This design comes from an exercise in tuning for small area on the open sky130 flow, not from production work. The RTL was checked by simulation tests, not by an equivalence proof against the original design. Power and IR drop assume default switching activity.

Design dispatch_buffer, start of the top module:
module dispatch_buffer (
  input  logic          clk,
  input  logic          rst,
  input  logic          flush,
  input  logic          in_valid,
  output logic          in_ready,
  input  logic [7:0]    in_op,
  input  logic [31:0]   in_pc,
  input  logic [31:0]   in_imm,
  input  logic [31:0]   in_datax,
  input  logic [31:0]   in_datay,
  input  logic [2:0]    in_tagx,
  input  logic [2:0]    in_tagy,
  input  logic [2:0]    in_tagw,
  input  logic [4:0]    in_addrw,
  input  logic [2:0]    wb_en,
  input  logic [8:0]    wb_tag,
  input  logic [95:0]   wb_data,
  input  logic [3:0]    unit_busy,
  output logic [3:0]    iss_en,
  output logic [3:0]    iss_op,
  output logic [31:0]   iss_pc,
  output logic [31:0]   iss_imm,
  output logic [31:0]   iss_datax,
  output logic [31:0]   iss_datay,
  output logic [2:0]    iss_tagx,
  output logic [2:0]    iss_tagy,
  output logic [2:0]    iss_tagw,
  output logic [4:0]    iss_addrw,
  output logic          ren_en,
  output logic [4:0]    ren_addr,
  output logic [2:0]    ren_tag,
  output logic [2:0]    count
);
  localparam int D  = 4;
  localparam int SW = 4 + 2 + 1 + 32 + 32 + 5;    
  logic [SW-1:0] q_s  [D];
  logic [31:0]   q_dx [D];
  logic [31:0]   q_dy [D];
  logic [2:0]    q_tx [D];
  logic [2:0]    q_ty [D];
  logic [2:0]    q_tw [D];
  logic       off;       
  logic [2:0] count_q;
  logic [2:0] wb_vld;
  for (genvar k = 0; k < 3; k++) begin : g_wbv
    assign wb_vld[k] = wb_en[k] && (wb_tag[3*k +: 3] != 3'd0);
  end
  wire [31:0] wb0 = wb_data[31:0];
  wire [31:0] wb1 = wb_data[63:32];
  wire [31:0] wb2 = wb_data[95:64];
  logic [1:0] in_kc;
  logic       in_ld, in_st;
  always_comb begin
    in_kc = KC_NOP;
    in_ld = 1'b0;
    in_st = 1'b0;
    case (in_op[7:4])
      CLS_ALU_A, CLS_ALU_B, CLS_ALU_C, CLS_ALU_D: in_kc = KC_ALU;
      CLS_LOAD:   begin in_kc = KC_LS; in_ld = 1'b1; end
      CLS_STORE:  begin in_kc = KC_LS; in_st = 1'b1; end
      CLS_BRANCH: in_kc = KC_BR;
      default: ;
    endcase
  end
  wire [SW-1:0] in_s = {in_op[3:0], in_kc, in_ld, in_pc, in_imm, in_addrw};
  logic [2:0] ihx, ihy, ihw;
  logic       iax, iay, iaw;
  ...
export LEC_CHECK = 0
export CAP_MARGIN = 0
export CORE_MARGIN = 2
export CORE_UTILIZATION = 40
export SLEW_MARGIN = 0
create_clock -name core_clock -period 5.0 [get_ports {clk}]
standard.sh (not shown) runs the stock make flow with config.mk's settings and CLKGATE_MAP_FILE= SYNTH_SCRIPT=/design/flow/synth_recipe.tcl, a recipe that flattens the netlist after the stock synthesis.
==> flow/flow/run.sh <==
#!/bin/bash
# The standard layout with two changes:
#  - synthesis maps the logic with an area-oriented ABC script (flow/abc.script) in place of
#    ORFS's delay-oriented one; the rest of synthesis (register names and cells) is unchanged;
#  - every input and output port still gets its own buffer, but a sky130_fd_sc_hd__buf_1
#    instead of the delay cell buffer_ports picks by default;
#  - clock tree synthesis uses clkbuf_4 leaf buffers in small clusters and adds no dummy loads.
set -euo pipefail
W=$(pwd)
rm -rf "$W/scripts_area"
cp -r "$FLOW_HOME/scripts" "$W/scripts_area"
cp "$W/flow/abc.script" "$W/scripts_area/abc_speed.script"
sed 's#^make -C #make SCRIPTS_DIR='"$W"'/scripts_area -C #' standard.sh > standard_area.sh
grep -q 'SCRIPTS_DIR=' standard_area.sh
bash standard_area.sh synth > synth.log 2>&1
export BUFFER_PORTS_ARGS="-buffer_cell sky130_fd_sc_hd__buf_1"
export CTS_ARGS="-sink_clustering_enable -repair_clock_nets -dont_use_dummy_load -sink_clustering_size 10 -sink_clustering_max_diameter 35 -buf_list {sky130_fd_sc_hd__clkbuf_4 sky130_fd_sc_hd__clkbuf_8} -root_buf sky130_fd_sc_hd__clkbuf_8 -sink_clustering_buffer sky130_fd_sc_hd__clkbuf_4"
bash standard.sh > layout.log 2>&1
==> flow/flow/abc.script <==
strash
dc2
dc2
dch -f
amap -F 20 -A 20
The baseline produced a clean layout.
Next try:
--- a/flow/flow/run.sh
+++ b/flow/flow/run.sh
@@ -7 +7 @@
-#  - clock tree synthesis uses clkbuf_4 leaf buffers in small clusters and adds no dummy loads.
+#  - clock tree synthesis uses clkbuf_4/clkbuf_8 in small clusters and adds no dummy loads.
@@ -17 +17 @@
-export CTS_ARGS="-sink_clustering_enable -repair_clock_nets -dont_use_dummy_load -sink_clustering_size 10 -sink_clustering_max_diameter 35 -buf_list {sky130_fd_sc_hd__clkbuf_4 sky130_fd_sc_hd__clkbuf_8} -root_buf sky130_fd_sc_hd__clkbuf_8 -sink_clustering_buffer sky130_fd_sc_hd__clkbuf_4"
+export CTS_ARGS="-sink_clustering_enable -repair_clock_nets -dont_use_dummy_load -sink_clustering_size 14 -sink_clustering_max_diameter 50 -buf_list {sky130_fd_sc_hd__clkbuf_4 sky130_fd_sc_hd__clkbuf_8}"
Settings changed: CAP_MARGIN 0 to 10, CORE_UTILIZATION 40 to 55, SLEW_MARGIN 0 to 10.
What happened: The changed run finished with timing, DRC and antenna clean; cell count fell by about 8%; die area fell by about 27%; total power fell by 2.8%; via count fell by about 0.6%; maximum frequency fell by 4.8%; routed wire length fell by about 7.5%; combinational power fell by about 3.5%; worst setup slack got worse by 0.20 ns; sequential power stays flat; final area fell by about 2.7%; hold slack got worse by 0.044 ns.
Next try:
--- a/flow/flow/run.sh
+++ b/flow/flow/run.sh
@@ -6,2 +6 @@
-#    instead of the delay cell buffer_ports picks by default;
-#  - clock tree synthesis uses clkbuf_4/clkbuf_8 in small clusters and adds no dummy loads.
+#    instead of the delay cell buffer_ports picks by default.
@@ -17 +15,0 @@
-export CTS_ARGS="-sink_clustering_enable -repair_clock_nets -dont_use_dummy_load -sink_clustering_size 14 -sink_clustering_max_diameter 50 -buf_list {sky130_fd_sc_hd__clkbuf_4 sky130_fd_sc_hd__clkbuf_8}"
Settings changed: CAP_MARGIN 10 to 0, CORE_UTILIZATION 55 to 40, CTS_BUF_LIST from default to sky130_fd_sc_hd__clkbuf_4 sky130_fd_sc_hd__clkbuf_8, CTS_CLUSTER_DIAMETER from default to 60, CTS_CLUSTER_SIZE from default to 18, SLEW_MARGIN 10 to 0.
Effect: Via count came out lower by 0.59%. Cell area came out higher by 3.3%. Wire length came out higher by 7.4%. Synthesized cell count stays the same. Hold slack gets better by 0.010 ns. Cell count came out higher by 7.8%. Setup slack gets better by 0.23 ns.
Next try:
--- a/flow/flow/run.sh
+++ b/flow/flow/run.sh
@@ -6 +6,2 @@
-#    instead of the delay cell buffer_ports picks by default.
+#    instead of the delay cell buffer_ports picks by default;
+#  - clock tree synthesis uses clkbuf_4/clkbuf_8 in small clusters and adds no dummy loads.
@@ -15,0 +17 @@
+export CTS_ARGS="-sink_clustering_enable -repair_clock_nets -dont_use_dummy_load -sink_clustering_size 14 -sink_clustering_max_diameter 50 -buf_list {sky130_fd_sc_hd__clkbuf_4 sky130_fd_sc_hd__clkbuf_8}"
Settings changed: CORE_UTILIZATION 40 to 50, CTS_BUF_LIST sky130_fd_sc_hd__clkbuf_4 sky130_fd_sc_hd__clkbuf_8 to default, CTS_CLUSTER_DIAMETER 60 to default, CTS_CLUSTER_SIZE 18 to default.
The new run ran to the end with no violations. Total power is lower by a few percent. Synthesized cell count is unchanged. Global-route usage is higher by 6.3 points. Final cell count is lower by a few percent. Worst setup slack gets better by 0.046 ns. Utilization is higher by 11 points. Wire length is lower by a few percent. Combinational power is lower by a few percent.
Next try:
Settings changed: CORE_UTILIZATION 50 to 40.
=>
- register-to-register slack improves by 0.07 ns
- worst hold slack improves by 0.050 ns
- core utilization shrinks by 11 points
- die area climbs by 25%
- maximum frequency falls by 2.7%
- routed wire length increases by 6.1%

---

Setup of alpha:
Starting RTL as in the previous note.
Design dispatch_buffer, start of the top module:
module dispatch_buffer (
  input  logic          clk,
  input  logic          rst,
  input  logic          flush,
  input  logic          in_valid,
  output logic          in_ready,
  input  logic [7:0]    in_op,
  input  logic [31:0]   in_pc,
  input  logic [31:0]   in_imm,
  input  logic [31:0]   in_datax,
  input  logic [31:0]   in_datay,
  input  logic [2:0]    in_tagx,
  input  logic [2:0]    in_tagy,
  input  logic [2:0]    in_tagw,
  input  logic [4:0]    in_addrw,
  input  logic [2:0]    wb_en,
  input  logic [8:0]    wb_tag,
  input  logic [95:0]   wb_data,
  input  logic [3:0]    unit_busy,
  output logic [3:0]    iss_en,
  output logic [3:0]    iss_op,
  output logic [31:0]   iss_pc,
  output logic [31:0]   iss_imm,
  output logic [31:0]   iss_datax,
  output logic [31:0]   iss_datay,
  output logic [2:0]    iss_tagx,
  output logic [2:0]    iss_tagy,
  output logic [2:0]    iss_tagw,
  output logic [4:0]    iss_addrw,
  output logic          ren_en,
  output logic [4:0]    ren_addr,
  output logic [2:0]    ren_tag,
  output logic [2:0]    count
);
==> flow/config.mk <==
export PLATFORM = sky130hd
export DESIGN_NAME = dispatch_buffer
export DESIGN_NICKNAME = dispatch_buffer
export VERILOG_FILES = /design/flow/design.v
export SDC_FILE = /design/flow/constraint.sdc
export NUM_CORES = 4
export LEC_CHECK = 0
export CAP_MARGIN = 20
export CORE_MARGIN = 2
export CORE_UTILIZATION = 40
export SLEW_MARGIN = 20
==> flow/constraint.sdc <==
create_clock -name core_clock -period 5.0 [get_ports {clk}]
set_input_delay 1.0000 -clock core_clock [delete_from_list [all_inputs] [get_ports {clk}]]
set_output_delay 1.0000 -clock core_clock [all_outputs]
set_load 0.01 [all_outputs]
==> flow/flow/run.sh <==
#!/bin/bash
# The standard layout, except that synthesis maps the logic with an area-oriented ABC
# script (flow/abc.script) in place of ORFS's delay-oriented one. Everything else, including
# the rest of synthesis (register names and cells), is ORFS's own scripts unchanged.
set -euo pipefail
W=$(pwd)
rm -rf "$W/scripts_area"
cp -r "$FLOW_HOME/scripts" "$W/scripts_area"
cp "$W/flow/abc.script" "$W/scripts_area/abc_speed.script"
sed 's#^make -C #make SCRIPTS_DIR='"$W"'/scripts_area -C #' standard.sh > standard_area.sh
grep -q 'SCRIPTS_DIR=' standard_area.sh
bash standard_area.sh synth > synth.log 2>&1
bash standard.sh > layout.log 2>&1
==> flow/flow/abc.script <==
strash
dc2
dch -f
amap
#### Input delta (beta over alpha)
- changing CORE_UTILIZATION from 40 to 50
- changing SLEW_MARGIN from 20 to 0
- changing CAP_MARGIN from 20 to 0
==> flow/flow/run.sh <==
#!/bin/bash
# The standard layout with two changes:
#  - synthesis maps the logic with an area-oriented ABC script (flow/abc.script) in place of
#    ORFS's delay-oriented one; the rest of synthesis (register names and cells) is unchanged;
#  - every input and output port still gets its own buffer, but a sky130_fd_sc_hd__buf_1
#    instead of the delay cell buffer_ports picks by default;
#  - clock tree synthesis uses clkbuf_4 leaf buffers in small clusters and adds no dummy loads.
set -euo pipefail
W=$(pwd)
rm -rf "$W/scripts_area"
cp -r "$FLOW_HOME/scripts" "$W/scripts_area"
cp "$W/flow/abc.script" "$W/scripts_area/abc_speed.script"
sed 's#^make -C #make SCRIPTS_DIR='"$W"'/scripts_area -C #' standard.sh > standard_area.sh
grep -q 'SCRIPTS_DIR=' standard_area.sh
bash standard_area.sh synth > synth.log 2>&1
export BUFFER_PORTS_ARGS="-buffer_cell sky130_fd_sc_hd__buf_1"
export CTS_ARGS="-sink_clustering_enable -repair_clock_nets -dont_use_dummy_load -sink_clustering_size 10 -sink_clustering_max_diameter 35 -buf_list {sky130_fd_sc_hd__clkbuf_4 sky130_fd_sc_hd__clkbuf_8} -root_buf sky130_fd_sc_hd__clkbuf_8 -sink_clustering_buffer sky130_fd_sc_hd__clkbuf_4"
bash standard.sh > layout.log 2>&1
==> flow/flow/abc.script <==
strash
dc2
dc2
dch -f
amap -F 20 -A 20
Results
- beta went all the way through the flow, and no timing, DRC or antenna check failed.
- alpha has lower final worst-path setup slack than beta.
- alpha has higher final cell count without fillers than beta.
- Row number of search-and-repair iterations in the first detailed-routing pass: beta higher / alpha lower
- Going from alpha to beta, the headroom to the max-slew limit was found to have gone down by 14 points.
- In the tables for beta and alpha, clock power reads lower with beta.
- The number of unique standard cell types used by synthesis in beta was lower than what alpha gave.
- Compared with alpha, beta improves total die area.

## what the ideal ports hide
The flow's constraints put no driver on any port. The routed layouts listed below were extracted and timed again, unchanged, in two steps.
Step 1 sets driving cells, clkbuf_16 on the clock port and buf_2 on the other inputs (assumed; they add their load-dependent delay and slew).
Step 2 times the ports against the registers' clock, not the clock port: input delays grow and output delays shrink by t, the midpoint of the rising clock arrivals with the driver on.
a / b / c = ideal / step 1 / step 2; a / b = the first two.
| run | t, ns | setup slack, ns | hold slack, ns | worst register clock-pin slew, ns |
|---|---|---|---|---|
| the first run of note 1 | 0.737 | 1.071 / 1.103 / 0.366 | 0.252 / 0.221 / 0.454 | 0.11 / 0.11 |
| the second run of note 1 | 0.741 | 0.874 / 0.902 / 0.161 | 0.207 / 0.171 / 0.456 | 0.10 / 0.10 |
| the third run of note 1 | 0.751 | 1.106 / 1.138 / 0.387 | 0.217 / 0.184 / 0.462 | 0.12 / 0.12 |
| the fourth run of note 1 | 0.719 | 1.153 / 1.193 / 0.474 | 0.225 / 0.194 / 0.467 | 0.10 / 0.10 |
| the fifth run of note 1 | 0.709 | 1.046 / 1.079 / 0.370 | 0.275 / 0.243 / 0.436 | 0.10 / 0.10 |
| alpha | 0.676 | 0.612 / 0.631 / -0.045 | 0.467 / 0.467 / 0.467 | 0.06 / 0.06 |
| beta | 0.733 | 1.135 / 1.174 / 0.441 | 0.207 / 0.175 / 0.427 | 0.11 / 0.11 |
Met with ideal ports but missed after step 2: setup timing in alpha. The setup slack of the third run of note 1, which loses most, moves by +0.032 ns with the drivers and by -0.719 ns with both steps.
